What follows belongs to an exercise in optimizing a design on an open flow for small area, a short achievable clock period and few clock cycles per item; a production flow would make more cautious choices. Function was checked by simulation only, so behaviour that the tests miss may differ from the original. Power is estimated from default activity; no workload was simulated.

==> flow/design.v (excerpt) <==
module ppm_pulse_train_decoder_top #(
   parameter int unsigned MAX_CHANNELS  = 8,
   parameter int unsigned CYCLES_PER_US = 80
) (
   input  logic                                 clock,
   input  logic                                 reset,
   input  logic                                 req_valid,
   output logic                                 req_ready,
   input  logic                                 req_edge_rising,
   input  logic [ppmd_pkg::TS_W-1:0]            req_timestamp,
   output logic                                 rsp_valid,
   input  logic                                 rsp_ready,
   output logic [ppmd_pkg::CHAN_W-1:0]          rsp_channel,
   output logic [ppmd_pkg::WIDTH_W-1:0]         rsp_width_us,
   output logic [ppmd_pkg::FRAME_W-1:0]         rsp_frame_number,
   output logic [ppmd_pkg::RESYNC_W-1:0]        rsp_resync_total,
   output logic                                 rsp_last,
   input  logic                                 csr_valid,
   output logic                                 csr_ready,
  ...
Size: ~2500 cells after synthesis, about 130 I/O pins.
clock: 8.0 ns
lec_check: 0
cap_margin: 20
core_margin: 2
core_utilization: 40
cts_buf_list: sky130_fd_sc_hd__clkbuf_8
cts_cluster_diameter: 60
cts_cluster_size: 16
setup_slack_margin: 4.2
slew_margin: 20
standard.sh (not shown) runs the stock make flow with config.mk's settings and CLKGATE_MAP_FILE= SYNTH_SCRIPT=/design/flow/synth_recipe.tcl, a recipe that flattens the netlist after the stock synthesis.
==> flow/flow/run.sh <==
#!/bin/bash
# The standard layout with two changes, both after the standard synthesis:
#  - the combinational cells of the standard synthesis's netlist are mapped
#    again by ABC with a delay-aware script (flow/remap.abc); the flip-flops,
#    their names and cells, are kept as they are (read as black boxes);
#  - plain buf_1 cells as the port buffers instead of delay buffers.
# Logs: make_synth.log and make.log (make), remap.log (yosys), and the ORFS
# step logs under orfs/logs/.
set -euo pipefail
export BUFFER_PORTS_ARGS="-buffer_cell sky130_fd_sc_hd__buf_1"
PLAT=$FLOW_HOME/platforms/sky130hd
LIB=$PLAT/lib/sky130_fd_sc_hd__tt_025C_1v80.lib
RES=orfs/results/sky130hd/ppm_pulse_train_decoder_top/base
LOGS=orfs/logs/sky130hd/ppm_pulse_train_decoder_top/base

bash standard.sh synth > make_synth.log 2>&1

python3 flow/split_lib.py "$LIB" comb.lib seq.lib
DONT_USE=$(grep -o -- "-dont_use [A-Za-z0-9_]*" $LOGS/1_2_yosys.log | sort -u | tr '\n' ' ')
cp $RES/1_2_yosys.v 1_2_yosys_standard.v
cat > remap.ys <<EOS
read_liberty -lib seq.lib
read_liberty -ignore_miss_func comb.lib
read_verilog -noblackbox 1_2_yosys_standard.v
hierarchy -top $FLOW_TOP
flatten
opt_clean
abc -liberty $LIB $DONT_USE -script flow/remap.abc
opt_clean -purge
hilomap -singleton -hicell sky130_fd_sc_hd__conb_1 HI -locell sky130_fd_sc_hd__conb_1 LO
splitnets
opt_clean -purge
insbuf -buf sky130_fd_sc_hd__buf_4 A X
rename -hide w:*.*
check
stat -liberty $LIB
write_verilog -noattr -noexpr -nohex -nodec $RES/1_2_yosys.v
EOS
yosys -s remap.ys > remap.log 2>&1
rm -f $RES/1_synth.odb $RES/1_synth.sdc

bash standard.sh > make.log 2>&1
==> flow/flow/remap.abc <==
strash; dch -f; map -D 2800; topo; buffer; upsize; dnsize
==> flow/flow/split_lib.py <==
#!/usr/bin/env python3
"""Splits a Liberty file in two: the cells without state (comb) and those with
a ff, latch or statetable group (seq)."""
import re
import sys

src, comb_out, seq_out = sys.argv[1:4]
lib = open(src).read()
start = lib.index("cell (")
head = lib[:start]
comb, seq = [], []
i = start
while True:
    j = lib.find("cell (", i)
    if j < 0:
        break
    k = lib.index("{", j)
    depth, p = 1, k + 1
    while depth:
        c = lib[p]
        if c == "{":
            depth += 1
        elif c == "}":
            depth -= 1
        p += 1
    cell = lib[j:p]
    (seq if re.search(r"\n\s*(ff|latch|statetable)\s*\(", cell) else comb).append(cell)
    i = p
open(comb_out, "w").write(head + "\n".join(comb) + "\n}\n")
open(seq_out, "w").write(head + "\n".join(seq) + "\n}\n")
Testbench counts at the start, summed over its fixed seeds: cycles 5,896, items 2,560.
Rerun with:
--- a/flow/config.mk
+++ b/flow/config.mk
@@ -13,3 +13,3 @@
 export CTS_CLUSTER_SIZE = 16
-export SETUP_SLACK_MARGIN = 4.2
+export SETUP_SLACK_MARGIN = 3.8
 export SLEW_MARGIN = 20
Outcome: The changed run finished clean; die area stays the same; worst hold slack gains 0.012 ns; utilization is lower by 1.7 points; non-clock buffer count went down by 39; final area fell by a few percent.
Rerun with:
--- a/flow/config.mk
+++ b/flow/config.mk
@@ -9,3 +9,3 @@
 export CORE_MARGIN = 2
-export CORE_UTILIZATION = 40
+export CORE_UTILIZATION = 55
 export CTS_BUF_LIST = sky130_fd_sc_hd__clkbuf_8
@@ -13,3 +13,3 @@
 export CTS_CLUSTER_SIZE = 16
-export SETUP_SLACK_MARGIN = 3.8
+export SETUP_SLACK_MARGIN = 4.0
 export SLEW_MARGIN = 20
Result: The changed run passed the timing, design-rule and antenna checks; sequential share of layout area climbs by 0.31 points; design area drops slightly; core utilization climbs by 16 points; register-to-register slack gets better by 0.16 ns; die area drops by a quarter to a third; critical path depth does not change; fmax climbs slightly; setup slack gets better by 0.067 ns; count of clock-buffer cells in the layout drops by 1.
Rerun with:
--- a/flow/flow/run.sh
+++ b/flow/flow/run.sh
@@ -5,3 +5,3 @@
 #    their names and cells, are kept as they are (read as black boxes);
-#  - plain buf_1 cells as the port buffers instead of delay buffers.
+#  - plain buf_2 cells as the port buffers instead of delay buffers.
 # Logs: make_synth.log and make.log (make), remap.log (yosys), and the ORFS
@@ -9,3 +9,3 @@
 set -euo pipefail
-export BUFFER_PORTS_ARGS="-buffer_cell sky130_fd_sc_hd__buf_1"
+export BUFFER_PORTS_ARGS="-buffer_cell sky130_fd_sc_hd__buf_2"
 PLAT=$FLOW_HOME/platforms/sky130hd
==> flow/flow/remap.abc (replaced) <==
&get -n; &st; &dch; &nf -D 2800 -R 1000; &put; buffer; upsize; dnsize
--- a/flow/config.mk
+++ b/flow/config.mk
@@ -9,3 +9,3 @@
 export CORE_MARGIN = 2
-export CORE_UTILIZATION = 55
+export CORE_UTILIZATION = 40
 export CTS_BUF_LIST = sky130_fd_sc_hd__clkbuf_8
Setup slack is worse by 0.16 ns.
Register-to-register slack loses 0.33 ns.
Power is higher by a few percent.
Area after synthesis drops by a few percent.
Non-clock buffer count climbs by 93.
Cell area goes up by a few percent.
Via count shrinks by a little under a tenth.
Clock power hardly moves.
Die area rose by a quarter to a third.
Rerun with:
--- a/flow/flow/run.sh
+++ b/flow/flow/run.sh
@@ -5,3 +5,3 @@
 #    their names and cells, are kept as they are (read as black boxes);
-#  - plain buf_2 cells as the port buffers instead of delay buffers.
+#  - plain buf_1 cells as the port buffers instead of delay buffers.
 # Logs: make_synth.log and make.log (make), remap.log (yosys), and the ORFS
@@ -9,3 +9,3 @@
 set -euo pipefail
-export BUFFER_PORTS_ARGS="-buffer_cell sky130_fd_sc_hd__buf_2"
+export BUFFER_PORTS_ARGS="-buffer_cell sky130_fd_sc_hd__buf_1"
 PLAT=$FLOW_HOME/platforms/sky130hd
==> flow/flow/remap.abc (replaced) <==
strash; dch -f; map -D 2800; topo; buffer; upsize; dnsize
--- a/flow/config.mk
+++ b/flow/config.mk
@@ -10,5 +10,5 @@
 export CORE_UTILIZATION = 40
-export CTS_BUF_LIST = sky130_fd_sc_hd__clkbuf_8
-export CTS_CLUSTER_DIAMETER = 60
-export CTS_CLUSTER_SIZE = 16
+export CTS_BUF_LIST = sky130_fd_sc_hd__clkbuf_16
+export CTS_CLUSTER_DIAMETER = 80
+export CTS_CLUSTER_SIZE = 24
 export SETUP_SLACK_MARGIN = 4.0
- clock power climbs by about 6%
- power drops by 1.9%
- routed wire length climbs by 2.6%
- die area climbs by 2.8%
- worst setup slack is better by 0.16 ns
- sequential share of layout area climbs by 0.96 points


ppm_pulse_train_decoder_top again, from the RTL that the note above started with.
Settings: LEC_CHECK=0, CAP_MARGIN=20, CORE_MARGIN=2, CORE_UTILIZATION=40, CTS_BUF_LIST=sky130_fd_sc_hd__clkbuf_8, CTS_CLUSTER_DIAMETER=60, CTS_CLUSTER_SIZE=16, SETUP_SLACK_MARGIN=4.0, SLEW_MARGIN=20; clock period 8.0 ns.
==> flow/flow/run.sh <==
#!/bin/bash
# The standard layout with two changes, both after the standard synthesis:
#  - the combinational cells of the standard synthesis's netlist are mapped
#    again by ABC with an area-oriented script (flow/remap.abc); the flip-flops,
#    their names and cells, are kept as they are (read as black boxes);
#  - plain buf_1 cells as the port buffers instead of delay buffers.
# Logs: make_synth.log and make.log (make), remap.log (yosys), and the ORFS
# step logs under orfs/logs/.
set -euo pipefail
export BUFFER_PORTS_ARGS="-buffer_cell sky130_fd_sc_hd__buf_1"
PLAT=$FLOW_HOME/platforms/sky130hd
LIB=$PLAT/lib/sky130_fd_sc_hd__tt_025C_1v80.lib
RES=orfs/results/sky130hd/ppm_pulse_train_decoder_top/base
LOGS=orfs/logs/sky130hd/ppm_pulse_train_decoder_top/base

bash standard.sh synth > make_synth.log 2>&1

python3 flow/split_lib.py "$LIB" comb.lib seq.lib
DONT_USE=$(grep -o -- "-dont_use [A-Za-z0-9_]*" $LOGS/1_2_yosys.log | sort -u | tr '\n' ' ')
cp $RES/1_2_yosys.v 1_2_yosys_standard.v
cat > remap.ys <<EOS
read_liberty -lib seq.lib
read_liberty -ignore_miss_func comb.lib
read_verilog -noblackbox 1_2_yosys_standard.v
hierarchy -top $FLOW_TOP
flatten
opt_clean
abc -liberty $LIB $DONT_USE -script flow/remap.abc
opt_clean -purge
hilomap -singleton -hicell sky130_fd_sc_hd__conb_1 HI -locell sky130_fd_sc_hd__conb_1 LO
splitnets
opt_clean -purge
insbuf -buf sky130_fd_sc_hd__buf_4 A X
rename -hide w:*.*
check
stat -liberty $LIB
write_verilog -noattr -noexpr -nohex -nodec $RES/1_2_yosys.v
EOS
yosys -s remap.ys > remap.log 2>&1
rm -f $RES/1_synth.odb $RES/1_synth.sdc

bash standard.sh > make.log 2>&1
==> flow/flow/remap.abc <==
strash; dch -f; map -a; topo; buffer; upsize; dnsize
Scripts as last shown in full above: flow/flow/split_lib.py
Testbench counts at the start, summed over its fixed seeds: cycles 5,896, items 2,560.
==> next run, changes <==
--- a/flow/flow/run.sh
+++ b/flow/flow/run.sh
@@ -4 +4 @@
-#    again by ABC with an area-oriented script (flow/remap.abc); the flip-flops,
+#    again by ABC with a delay-aware script (flow/remap.abc); the flip-flops,
@@ -6 +6 @@
-#  - plain buf_1 cells as the port buffers instead of delay buffers.
+#  - plain buf_2 cells as the port buffers instead of delay buffers.
@@ -10 +10 @@
-export BUFFER_PORTS_ARGS="-buffer_cell sky130_fd_sc_hd__buf_1"
+export BUFFER_PORTS_ARGS="-buffer_cell sky130_fd_sc_hd__buf_2"
==> flow/flow/remap.abc (replaced) <==
strash; dch -f; map -D 2800; topo; buffer; upsize; dnsize
- CTS_BUF_LIST: sky130_fd_sc_hd__clkbuf_8 -> sky130_fd_sc_hd__clkbuf_16
- CTS_CLUSTER_DIAMETER: 60 -> 100
- CTS_CLUSTER_SIZE: 16 -> 30
After rerunning: Final area is about the same. Sequential cell count is unchanged. Synthesized cell count barely changes.
==> next run, changes <==
--- a/flow/flow/run.sh
+++ b/flow/flow/run.sh
@@ -4 +4 @@
-#    again by ABC with a delay-aware script (flow/remap.abc); the flip-flops,
+#    again by ABC with an area-oriented script (flow/remap.abc); the flip-flops,
@@ -6 +6 @@
-#  - plain buf_2 cells as the port buffers instead of delay buffers.
+#  - plain buf_1 cells as the port buffers instead of delay buffers.
@@ -10 +10 @@
-export BUFFER_PORTS_ARGS="-buffer_cell sky130_fd_sc_hd__buf_2"
+export BUFFER_PORTS_ARGS="-buffer_cell sky130_fd_sc_hd__buf_1"
==> flow/flow/remap.abc (replaced) <==
strash; dch -f; amap; topo; buffer; upsize; dnsize
- CTS_BUF_LIST: sky130_fd_sc_hd__clkbuf_16 -> sky130_fd_sc_hd__clkbuf_8
- CTS_CLUSTER_DIAMETER: 100 -> 60
- CTS_CLUSTER_SIZE: 30 -> 16
Result: The new run completed without violations. Power is higher by 6.5%. Design area rose by 8.0%. Global-route usage climbs by 2.1 points. Setup slack degrades by 630 ps. Flip-flop and latch count does not change. Via count rose by 6.6%. Fmax went down by 14%. Synthesized cell count goes down by 9.6%. Area after synthesis came out lower by 3.6%. Routed wire length is higher by 11%. Clock skew came out higher by 4.0 ps.
==> next run, changes <==
--- a/flow/flow/run.sh
+++ b/flow/flow/run.sh
@@ -4 +4 @@
-#    again by ABC with an area-oriented script (flow/remap.abc); the flip-flops,
+#    again by ABC with a delay-aware script (flow/remap.abc); the flip-flops,
==> flow/flow/remap.abc (replaced) <==
strash; dch -f; map -D 2800; topo; buffer; upsize; dnsize
- GPL_TIMING_DRIVEN: not set -> 0
Die area rises by 3.7%; cell count came out higher by 6.0%; core utilization shrinks by 4.6 points; total power is lower by 4.8%; synthesized cell count increases by 11%; non-clock buffer count falls by 108; final area went down by 5.0%; count of clock-buffer cells in the layout went down by 1; synthesized area grows by 3.7%.

-- what the ideal ports hide --
The results above use ideal ports. As a check the final layouts listed here were re-extracted and re-timed, cells and wires unchanged.
Step 1 sets driving cells, clkbuf_16 on the clock port and buf_2 on the other inputs (assumed; they add their load-dependent delay and slew).
Step 2 also shifts input and output timing later by t, the mid clock arrival at the registers, as if the neighbouring blocks saw the same clock.
Slacks: ideal ports / drivers / drivers and shift; pairs: ideal ports / drivers.
run	shift t [ns]	slack for setup (ns)	hold WS [ns]	slew at the worst register clock pin (ns)
the first run of note 1	0.676	4.252 / 4.252 / 3.687	0.468 / 0.468 / 0.468	0.10 / 0.10
the second run of note 1	0.659	4.065 / 4.096 / 3.437	0.480 / 0.480 / 0.480	0.10 / 0.10
the third run of note 1	0.645	4.132 / 4.163 / 3.518	0.461 / 0.461 / 0.461	0.10 / 0.10
the fourth run of note 1	0.653	3.969 / 3.969 / 3.437	0.480 / 0.480 / 0.480	0.10 / 0.10
the fifth run of note 1	0.619	4.125 / 4.162 / 3.542	0.478 / 0.478 / 0.478	0.09 / 0.09
the first run of note 2	0.656	3.845 / 3.845 / 3.518	0.483 / 0.483 / 0.483	0.10 / 0.10
the second run of note 2	0.601	4.201 / 4.226 / 3.638	0.463 / 0.463 / 0.463	0.12 / 0.12
the third run of note 2	0.658	3.575 / 3.587 / 2.929	0.501 / 0.501 / 0.501	0.11 / 0.11
the fourth run of note 2	0.669	3.950 / 3.944 / 3.275	0.493 / 0.493 / 0.493	0.10 / 0.10
After both steps every run listed still meets setup and hold. The setup slack of the fourth run of note 2, which loses most, moves by -0.006 ns with the drivers and by -0.675 ns with both steps.
